This design comes from an exercise in tuning for small area, a short achievable clock period and few clock cycles per item on the open sky130 flow, not from production work. Function was checked by simulation only, so behaviour that the tests miss may differ from the original. Power figures rest on the tool's default switching activity, not on a simulated workload.

Design priority_tune_note_sequencer_unit, start of the top module:
module priority_tune_note_sequencer_unit #(
    parameter int TUNE_DEPTH = ptns_pkg::TUNE_DEPTH_DEFAULT
) (
    input  wire logic        clk,
    input  wire logic        rst_n,
    input  wire logic        req_valid,
    output logic             req_ready,
    input  wire logic [1:0]  req_command,
    input  wire logic [7:0]  req_word_address,
    input  wire logic [31:0] req_note_word,
    input  wire logic [7:0]  req_tune_start,
    input  wire logic [7:0]  req_request_priority,
    output logic             rsp_valid,
    input  wire logic        rsp_ready,
    output logic             rsp_timer_enable,
    output logic [15:0]      rsp_period,
    output logic [15:0]      rsp_compare,
    output logic             rsp_counter_restart,
    output logic             rsp_pin_forced_low,
    output logic             rsp_note_active,
    output logic [7:0]       rsp_current_priority,
    output logic [7:0]       rsp_note_index,
    input  wire logic        cfg_valid,
    output logic             cfg_ready,
    input  wire logic        cfg_index,
    input  wire logic [15:0] cfg_data
);
Size: ~2600 flip-flops, ~99000 um^2 of cells after synthesis.
make LEC_CHECK=0 ABC_AREA=1 CAP_MARGIN=20 CORE_MARGIN=2 CORE_UTILIZATION=40 CTS_CLUSTER_DIAMETER=80 CTS_CLUSTER_SIZE=24 SETUP_SLACK_MARGIN=3.5 SLEW_MARGIN=20 finish   # period 6.0 ns
run.sh (not shown) runs the stock make flow with config.mk's settings and CLKGATE_MAP_FILE= SYNTH_SCRIPT=/design/flow/synth_recipe.tcl, a recipe that flattens the netlist after the stock synthesis.
Testbench counts at the start, summed over its fixed seeds: cycles 6,297, items 6,112.
Rerun with:
--- a/flow/design.v
+++ b/flow/design.v
@@ -271,58 +271,56 @@
         else if (cfg_valid)
         begin
             if (cfg_index) pause_q  <= cfg_data;
             else           volume_q <= cfg_data[1:0];
         end
     end
     assign cfg_ready = 1'b1;
     logic fs;        
     logic bs;        
-    logic        rdy_q;      
     logic        sk_v;
     logic [1:0]  sk_cmd;
     logic [5:0]  sk_a;
     logic [31:0] sk_d;
     logic        r1_v;
     logic [1:0]  r1_cmd;
     logic [5:0]  r1_a;       
     logic [63:0] r1_sel;     
     logic [7:0]  r1_wg;      
     logic [31:0] r1_d;
     logic        acc;
     logic [5:0]  in_a;
     logic [31:0] in_d;
     logic [1:0]  nx_cmd;
     logic [5:0]  nx_a;
     logic [5:0]  naddr_q;    
-    assign sk_v      = !rdy_q;
-    assign req_ready = rdy_q;
-    assign acc       = req_valid && rdy_q;
+    assign req_ready = !sk_v;
+    assign acc       = req_valid && !sk_v;
     assign in_a      = (req_command == C_PLAY) ? req_tune_start[5:0] : req_word_address[5:0];
     assign in_d      = {req_note_word[31:8],
                         (req_command == C_LOAD) ? req_note_word[7:0] : req_request_priority};
     assign nx_cmd    = sk_v ? sk_cmd : req_command;
     assign nx_a      = nx_cmd[1] ? naddr_q : (sk_v ? sk_a : in_a);
     always_ff @(posedge clk or negedge rst_n)
     begin
         if (!rst_n)
         begin
-            rdy_q <= 1'b1;
-            r1_v  <= 1'b0;
+            sk_v <= 1'b0;
+            r1_v <= 1'b0;
         end
         else if (!fs)
         begin
-            rdy_q <= 1'b1;
-            r1_v  <= sk_v || acc;
+            sk_v <= 1'b0;
+            r1_v <= sk_v || acc;
         end
         else if (acc)
         begin
-            rdy_q <= 1'b0;
+            sk_v <= 1'b1;
         end
     end
     always_ff @(posedge clk)
     begin
         if (!sk_v)
         begin
             sk_cmd <= req_command;
             sk_a   <= in_a;
             sk_d   <= in_d;
What happened:
- clock power hardly moves
- sequential share of layout area went down by 1.2 points
- total power went up slightly
- cell count went up slightly
- non-clock buffer count went up by 69
- core utilization went up by 0.89 points
- via count went up by a few percent
- hold slack stays flat
- area after synthesis is about the same
- routed wire length went up by roughly a tenth
- clock-buffer cell count went up by 3
- die area hardly moves
- register-to-register slack got worse by 230 ps
- combinational power went up by a few percent
Testbench counts after the change, summed over its fixed seeds: cycles 6,297, items 6,112.

* * *

## delta
priority_tune_note_sequencer_unit, a different RTL version from the one above (not shown whole).
For scale: ~7500 cells after synthesis, ~2600 flip-flops, ~140 I/O pins, ~0.099 mm² of cells after synthesis.
make LEC_CHECK=0 ABC_AREA=1 CAP_MARGIN=20 CORE_MARGIN=2 CORE_UTILIZATION=40 CTS_CLUSTER_DIAMETER=80 CTS_CLUSTER_SIZE=24 SETUP_SLACK_MARGIN=3.5 SLEW_MARGIN=20 finish   # period 6.0 ns
delta finished every stage and its layout cleared the timing, design-rule and antenna checks.
Testbench counts of delta, summed over its fixed seeds: cycles 6,300, items 6,112.
Modified inputs, alpha compared to delta
--- a/flow/design.v
+++ b/flow/design.v
@@ -255,13 +255,13 @@
     localparam logic [1:0] C_PLAY = 2'd1;
     localparam logic [1:0] C_TICK = 2'd2;
     localparam logic [1:0] A_NONE   = 2'd0;    
     localparam logic [1:0] A_HALT   = 2'd1;    
     localparam logic [1:0] A_PAUSE  = 2'd2;    
     localparam logic [1:0] A_NORMAL = 2'd3;    
-    localparam int RW = 20;
+    localparam int RW = 12;
     logic [1:0]  volume_q;
     logic [15:0] pause_q;
     always_ff @(posedge clk or negedge rst_n)
     begin
         if (!rst_n)
         begin
@@ -371,13 +371,12 @@
             r2_ts   <= r1_a;
             r2_prio <= r1_d[7:0];
             r2_w    <= rd_data;
         end
     end
     logic [7:0]  prio_q;
-    logic [7:0]  index_q;
     logic        active_q;   
     logic [16:0] left_q;     
     logic        end_q;      
     logic [15:0] tone;
     logic [15:0] wlen;
     logic        is_play;
@@ -402,22 +401,19 @@
     assign fs         = bs || hz;
     assign fire       = r2_v && !fs;
     logic [RW-1:0] rec;
     logic [1:0]    rec_action;
     logic          rec_active;
     logic [7:0]    rec_prio;
-    logic [7:0]    rec_index;
     always_comb
     begin
         rec_action = A_NONE;
         rec_active = active_q;
         rec_prio   = prio_q;
-        rec_index  = index_q;
         if (note)
         begin
-            rec_index  = is_play ? 8'd1 : index_q + 8'd1;
             rec_prio   = (wlen == '0) ? 8'd0 : (is_play ? r2_prio : prio_q);
             rec_active = !tone_zero && (wlen != '0);
             if (tone_zero || (is_tick && tone_pause))
             begin
                 rec_action = A_HALT;
             end
@@ -428,26 +424,24 @@
             else
             begin
                 rec_action = A_NORMAL;
             end
         end
     end
-    assign rec = {rec_action, is_tick, rec_active, rec_prio, rec_index};
+    assign rec = {rec_action, is_tick, rec_active, rec_prio};
     always_ff @(posedge clk or negedge rst_n)
     begin
         if (!rst_n)
         begin
             prio_q   <= '0;
-            index_q  <= '0;
             active_q <= 1'b0;
             end_q    <= 1'b0;
         end
         else if (fire)
         begin
             prio_q   <= rec_prio;
-            index_q  <= rec_index;
             active_q <= rec_active;
             if (note)
             begin
                 end_q <= 1'b0;
             end
             else if (is_tick && active_q)
@@ -571,31 +565,36 @@
     logic [7:0]    o_prio;
     logic [7:0]    o_index;
     logic [15:0]   o_period;
     logic [15:0]   o_compare;
     logic          o_load;
     assign head          = d_rec[DLY*RW-1 -: RW];
-    assign head_action   = head[19:18];
+    assign head_action   = head[11:10];
     assign head_v        = d_v[DLY-1];
     assign bs            = (o_v && !rsp_ready) || (d_normal[DLY-1] && !qh_v);
     assign o_load        = !bs && head_v;
     assign o_take_normal = !bs && d_normal[DLY-1];
     always_ff @(posedge clk or negedge rst_n)
     begin
         if (!rst_n)
         begin
             o_v       <= 1'b0;
             o_running <= 1'b0;
+            o_index   <= '0;
             o_period  <= 16'd999;
             o_compare <= 16'd500;
         end
         else
         begin
             o_v <= bs ? (o_v && !rsp_ready) : head_v;
             if (o_load)
             begin
+                if (head_action != A_NONE)
+                begin
+                    o_index <= head[9] ? o_index + 8'd1 : 8'd1;
+                end
                 case (head_action)
                     A_HALT:
                     begin
                         o_running <= 1'b0;
                         o_period  <= 16'd5000;
                         o_compare <= 16'd5001;
@@ -623,16 +622,15 @@
     end
     always_ff @(posedge clk)
     begin
         if (o_load)
         begin
             o_restart <= (head_action == A_HALT) || (head_action == A_NORMAL);
-            o_stop    <= (head_action == A_HALT) || ((head_action == A_NORMAL) && head[17]);
-            o_active  <= head[16];
-            o_prio    <= head[15:8];
-            o_index   <= head[7:0];
+            o_stop    <= (head_action == A_HALT) || ((head_action == A_NORMAL) && head[9]);
+            o_active  <= head[8];
+            o_prio    <= head[7:0];
         end
     end
     assign rsp_valid            = o_v;
     assign rsp_timer_enable     = o_running;
     assign rsp_period           = o_period;
     assign rsp_compare          = o_compare;
### Flow results
Across delta and alpha, none had a timing, DRC or antenna violation.
Between delta and alpha, clock share of power is lower for alpha, delta comes in above that.
Row logic depth of the worst register-to-register path: alpha lower / delta higher
Diff alpha..delta | number of buffers inserted by hold repair at cts | negligible
Between delta and alpha, fraction of area in non-clock buffers increased.
Delta (alpha minus delta): number of fillers in the final layout lost 407; first-pass GRT wire length picked up an extra about 1.8%.
alpha vs. delta: share of synthesized registers carrying an async set or reset shows no meaningful change, non-clock buffer count moved up, post-synth net total now sits lower, final layout net count -79.
Testbench counts of alpha, summed over its fixed seeds: cycles 6,300, items 6,112.

-- static timing again, ports no longer ideal --
The flow's constraints put no driver on any port. The routed layouts listed below were extracted and timed again, unchanged, in two steps. Step 1: set_driving_cell puts a clkbuf_16 on clk and a buf_2 on each other input, an assumption about the parent block. Step 2 moves the port delays by t, midway between the first and last clock arrival at a register: inputs arrive t later, outputs are due t later. That takes back most of the time a late clock gives input paths. a / b / c = ideal / step 1 / step 2; a / b = the first two.
run | shift t [ns] | slack for setup (ns) | hold slack, ns
the first run of note 1 | 0.914 | 3.244 / 3.151 / 2.824 | 0.422 / 0.379 / 0.422
the second run of note 1 | 0.925 | 3.058 / 3.058 / 2.618 | 0.421 / 0.388 / 0.421
delta | 0.901 | 3.205 / 3.115 / 2.824 | 0.410 / 0.410 / 0.410
alpha | 0.914 | 3.027 / 3.027 / 2.631 | 0.346 / 0.286 / 0.424
After both steps setup and hold are still met in every run listed. The setup slack of the second run of note 1, which loses most, moves by 0.000 ns with the drivers and by -0.440 ns with both steps.
